Source: an optimization exercise on an open RTL-to-GDS flow (aim: small area and a short achievable clock period). Production flows keep margins and buffers that such runs may drop.

## old
Design crc_frame_receiver_core, start of the top module:
module crc_frame_receiver_core (
	input  wire logic               clk,
	input  wire logic               arst_n,
	input  wire logic               magic_wr_en,
	input  wire logic [15:0]        magic_wr_data,
	input  wire logic               in_valid,
	output logic                    in_ready,
	input  wire logic [7:0]         data_byte,
	input  wire logic               last_byte,
	output logic                    out_valid,
	input  wire logic               out_ready,
	output logic [2:0]              status,
	output logic [7:0]              msg_type,
	output logic [31:0]             seq_number,
	output logic [63:0]             timestamp_bits,
	output logic [63:0]             keys_low,
	output logic [15:0]             keys_high,
	output logic signed [15:0]      cursor_dx,
	output logic signed [15:0]      cursor_dy,
	output logic [7:0]              buttons,
	output logic signed [7:0]       scroll,
	output logic [10:0]             payload_length
);
==> module crc_frame_receiver_core, before the edit <==
module crc_frame_receiver_core (
	input  wire logic               clk,
	input  wire logic               arst_n,
	input  wire logic               magic_wr_en,
	input  wire logic [15:0]        magic_wr_data,
	input  wire logic               in_valid,
	output logic                    in_ready,
	input  wire logic [7:0]         data_byte,
	input  wire logic               last_byte,
	output logic                    out_valid,
	input  wire logic               out_ready,
	output logic [2:0]              status,
	output logic [7:0]              msg_type,
	output logic [31:0]             seq_number,
	output logic [63:0]             timestamp_bits,
	output logic [63:0]             keys_low,
	output logic [15:0]             keys_high,
	output logic signed [15:0]      cursor_dx,
	output logic signed [15:0]      cursor_dy,
	output logic [7:0]              buttons,
	output logic signed [7:0]       scroll,
	output logic [10:0]             payload_length
);
	localparam logic [10:0] CNT_BYTE0 = 11'd2027;
	logic [15:0]  magic_q;
	logic         out_valid_q;
	logic         mid_q;
	logic [10:0]  cnt_q;
	logic         long_q;
	logic         magic_ok_q;
	logic [31:0]  crc_q;
	logic [2:0]   status_q;
	logic [7:0]   type_q;
	logic [31:0]  seq_q;
	logic [63:0]  time_q;
	logic [79:0]  keys_q;
	logic [15:0]  dx_q;
	logic [15:0]  dy_q;
	logic [7:0]   buttons_q;
	logic [7:0]   scroll_q;
	logic         in_xfer;
	logic         first;
	logic [32:0]  at;
	logic [10:0]  cnt_inc;
	logic         long_c;
	logic         len_lt21, len_lt37, len_eq21;
	logic         is_input, is_empty;
	logic         crc_ok;
	logic [2:0]   stat_c;
	logic         drop_hdr, drop_input;
	logic [7:0]   fill;
	logic [32:0]  wr;
	assign in_ready = !out_valid_q || out_ready;
	assign in_xfer  = in_valid && in_ready;
	assign first    = !mid_q;
	assign at[0] = first;
	for (genvar k = 1; k <= 32; k++) begin : g_at
		assign at[k] = mid_q && (cnt_q == 11'((k + 2027) % 2048));
	end
	assign cnt_inc  = (first ? CNT_BYTE0 : cnt_q) + 11'd1;
	assign long_c   = mid_q && (long_q || cnt_q == CNT_BYTE0);
	assign len_lt21 = first || (cnt_q >= 11'd2028 && cnt_q <= 11'd2046);
	assign len_eq21 = mid_q && (cnt_q == 11'd2047);
	assign len_lt37 = first || cnt_q >= 11'd2028 || cnt_q <= 11'd14;
	assign is_input = (type_q == crcfr_pkg::TYPE_INPUT);
	assign is_empty = (type_q == crcfr_pkg::TYPE_EMPTY);
	assign crc_ok = ((crc_q[7:0] ^ data_byte) == crcfr_pkg::RES_LOW_KEY)
	             && (crc_q[31:8] == crcfr_pkg::RES_HIGH_KEY);
	always_comb begin
		if (long_c) begin
			stat_c = crcfr_pkg::STATUS_TOO_LONG;
		end else if (len_lt21 || (is_input && len_lt37)) begin
			stat_c = crcfr_pkg::STATUS_SHORT;
		end else if (!magic_ok_q) begin
			stat_c = crcfr_pkg::STATUS_BAD_MAGIC;
		end else if (!crc_ok) begin
			stat_c = crcfr_pkg::STATUS_BAD_CRC;
		end else if (is_empty && len_eq21) begin
			stat_c = crcfr_pkg::STATUS_EMPTY;
		end else begin
			stat_c = crcfr_pkg::STATUS_OK;
		end
	end
	assign drop_hdr   = (stat_c != crcfr_pkg::STATUS_OK);
	assign drop_input = drop_hdr || !is_input;
	assign fill       = last_byte ? 8'd0 : data_byte;
	for (genvar k = 0; k <= 32; k++) begin : g_wr
		if (k >= 17) begin : g_in
			assign wr[k] = at[k] || (last_byte && drop_input);
		end else begin : g_hdr
			assign wr[k] = at[k] || (last_byte && drop_hdr);
		end
	end
	always_ff @(posedge clk or negedge arst_n) begin
		if (!arst_n) begin
			magic_q <= '0;
		end else if (magic_wr_en) begin
			magic_q <= magic_wr_data;
		end
	end
	always_ff @(posedge clk or negedge arst_n) begin
		if (!arst_n) begin
			out_valid_q <= 1'b0;
		end else if (in_xfer && last_byte) begin
			out_valid_q <= 1'b1;
		end else if (out_ready) begin
			out_valid_q <= 1'b0;
		end
	end
	always_ff @(posedge clk or negedge arst_n) begin
		if (!arst_n) begin
			mid_q <= 1'b0;
		end else if (in_xfer) begin
			mid_q <= !last_byte;
		end
	end
	always_ff @(posedge clk) begin
		if (in_xfer) begin
			cnt_q  <= (last_byte && drop_hdr) ? 11'd0 : cnt_inc;
			long_q <= long_c;
			crc_q  <= crcfr_pkg::crc32_byte(first ? crcfr_pkg::CRC_INIT : crc_q, data_byte);
			if (at[0]) magic_ok_q <= (data_byte == magic_q[7:0]);
			if (at[1]) magic_ok_q <= magic_ok_q && (data_byte == magic_q[15:8]);
			if (last_byte) status_q <= stat_c;
			if (wr[3]) type_q <= fill;
			for (int i = 0; i < 4; i++) begin
				if (wr[5 + i]) seq_q[8*i +: 8] <= fill;
			end
			for (int i = 0; i < 8; i++) begin
				if (wr[9 + i]) time_q[8*i +: 8] <= fill;
			end
			for (int i = 0; i < 10; i++) begin
				if (wr[17 + i]) keys_q[8*i +: 8] <= fill;
			end
			for (int i = 0; i < 2; i++) begin
				if (wr[27 + i]) dx_q[8*i +: 8] <= fill;
				if (wr[29 + i]) dy_q[8*i +: 8] <= fill;
			end
			if (wr[31]) buttons_q <= fill;
			if (wr[32]) scroll_q  <= fill;
		end
	end
	assign out_valid      = out_valid_q;
	assign status         = status_q;
	assign msg_type       = type_q;
	assign seq_number     = seq_q;
	assign timestamp_bits = time_q;
	assign payload_length = cnt_q;
	assign keys_low       = keys_q[63:0];
	assign keys_high      = keys_q[79:64];
	assign cursor_dx      = dx_q;
	assign cursor_dy      = dy_q;
	assign buttons        = buttons_q;
	assign scroll         = scroll_q;
endmodule
==> flow/config.mk <==
export PLATFORM = sky130hd
export DESIGN_NAME = crc_frame_receiver_core
export DESIGN_NICKNAME = crc_frame_receiver_core
export VERILOG_FILES = /design/flow/design.v
export SDC_FILE = /design/flow/constraint.sdc
export NUM_CORES = 4
export LEC_CHECK = 0
export CAP_MARGIN = 20
export CORE_MARGIN = 2
export CORE_UTILIZATION = 40
export CTS_BUF_LIST = sky130_fd_sc_hd__clkbuf_8
export SETUP_SLACK_MARGIN = 2.6
export SLEW_MARGIN = 20
export TNS_END_PERCENT = 0
==> flow/constraint.sdc <==
create_clock -name core_clock -period 5.0 [get_ports {clk}]
set_input_delay 1.0000 -clock core_clock [delete_from_list [all_inputs] [get_ports {clk}]]
set_output_delay 1.0000 -clock core_clock [all_outputs]
set_load 0.01 [all_outputs]
standard.sh (not shown) runs the stock make flow with config.mk's settings and CLKGATE_MAP_FILE= SYNTH_SCRIPT=/design/flow/synth_recipe.tcl, a recipe that flattens the netlist after the stock synthesis.
==> flow/flow/run.sh <==
#!/bin/bash
# Layout: the standard ORFS flow, with the port buffers that buffer_ports
# inserts made sky130_fd_sc_hd__buf_1 (the resizer may upsize them later).
set -euo pipefail
export BUFFER_PORTS_ARGS="-buffer_cell sky130_fd_sc_hd__buf_1"
bash standard.sh > standard_flow.log 2>&1
Input changes introduced in new (baseline for comparison: old):
--- a/flow/design.v
+++ b/flow/design.v
@@ -52,11 +52,11 @@
 	localparam logic [10:0] CNT_BYTE0 = 11'd2027;
 	logic [15:0]  magic_q;
 	logic         out_valid_q;
 	logic         mid_q;
 	logic [10:0]  cnt_q;
-	logic         long_q;
+	logic         nx_long_q, nx_lt21_q, nx_lt37_q, nx_eq21_q;
 	logic         magic_ok_q;
 	logic [31:0]  crc_q;
 	logic [2:0]   status_q;
 	logic [7:0]   type_q;
 	logic [31:0]  seq_q;
@@ -84,14 +84,14 @@
 	assign at[0] = first;
 	for (genvar k = 1; k <= 32; k++) begin : g_at
 		assign at[k] = mid_q && (cnt_q == 11'((k + 2027) % 2048));
 	end
 	assign cnt_inc  = (first ? CNT_BYTE0 : cnt_q) + 11'd1;
-	assign long_c   = mid_q && (long_q || cnt_q == CNT_BYTE0);
-	assign len_lt21 = first || (cnt_q >= 11'd2028 && cnt_q <= 11'd2046);
-	assign len_eq21 = mid_q && (cnt_q == 11'd2047);
-	assign len_lt37 = first || cnt_q >= 11'd2028 || cnt_q <= 11'd14;
+	assign long_c   = mid_q && nx_long_q;
+	assign len_lt21 = first || nx_lt21_q;
+	assign len_eq21 = mid_q && nx_eq21_q;
+	assign len_lt37 = first || nx_lt37_q;
 	assign is_input = (type_q == crcfr_pkg::TYPE_INPUT);
 	assign is_empty = (type_q == crcfr_pkg::TYPE_EMPTY);
 	assign crc_ok = ((crc_q[7:0] ^ data_byte) == crcfr_pkg::RES_LOW_KEY)
 	             && (crc_q[31:8] == crcfr_pkg::RES_HIGH_KEY);
 	always_comb begin
@@ -143,11 +143,14 @@
 		end
 	end
 	always_ff @(posedge clk) begin
 		if (in_xfer) begin
 			cnt_q  <= (last_byte && drop_hdr) ? 11'd0 : cnt_inc;
-			long_q <= long_c;
+			nx_long_q <= long_c || (mid_q && cnt_q == 11'd2026);
+			nx_lt21_q <= first || (cnt_q >= 11'd2027 && cnt_q <= 11'd2045);
+			nx_eq21_q <= mid_q && cnt_q == 11'd2046;
+			nx_lt37_q <= first || cnt_q >= 11'd2027 || cnt_q <= 11'd13;
 			crc_q  <= crcfr_pkg::crc32_byte(first ? crcfr_pkg::CRC_INIT : crc_q, data_byte);
 			if (at[0]) magic_ok_q <= (data_byte == magic_q[7:0]);
 			if (at[1]) magic_ok_q <= magic_ok_q && (data_byte == magic_q[15:8]);
 			if (last_byte) status_q <= stat_c;
 			if (wr[3]) type_q <= fill;
Results
- Clock-buffer cell count delta (old -> new): insignificant
- new vs old — compound-cell area share of the yosys netlist dropped 0.19 points.
- Timing startpoint of the critical path: crc_q[14] -> new, cnt_q[6] -> old
- In the flow results for new and old, the sequential share of layout area is larger on new.
- Taking old as the reference, in new slew at the pin closest to its max-slew limit picked up an extra 0.32 ns, sequential cell count picked up an extra about 1%, total wirelength of the detailed-routed design picked up an extra about 4.6%.
- Length of routed met2 wiring ends up higher on old.
Function was not checked in any run of this note: the RTL went through the layout flow alone.

[re-timing with driven ports]
Ports are ideal in the flow. The routed layouts listed here were re-timed in OpenROAD.
Step 1 assumes that a clkbuf_16 drives the clock port and a buf_2 every other input.
Step 2 moves the port delays by t, midway between the first and last clock arrival at a register: inputs arrive t later, outputs are due t later. That takes back most of the time a late clock gives input paths.
a / b / c = ideal ports / drivers / drivers and shift; a / b = the first two.
| run | t, ns | setup WS [ns] | hold slack, ns |
|---|---|---|---|
| old | 0.600 | 2.491 / 2.484 / 1.991 | 0.379 / 0.372 / 0.528 |
| new | 0.607 | 2.435 / 2.435 / 1.878 | 0.375 / 0.354 / 0.530 |
After both steps setup and hold are still met in every run listed. For new, which loses most, drivers alone change the setup slack by 0.000 ns; drivers and shift together by -0.557 ns.
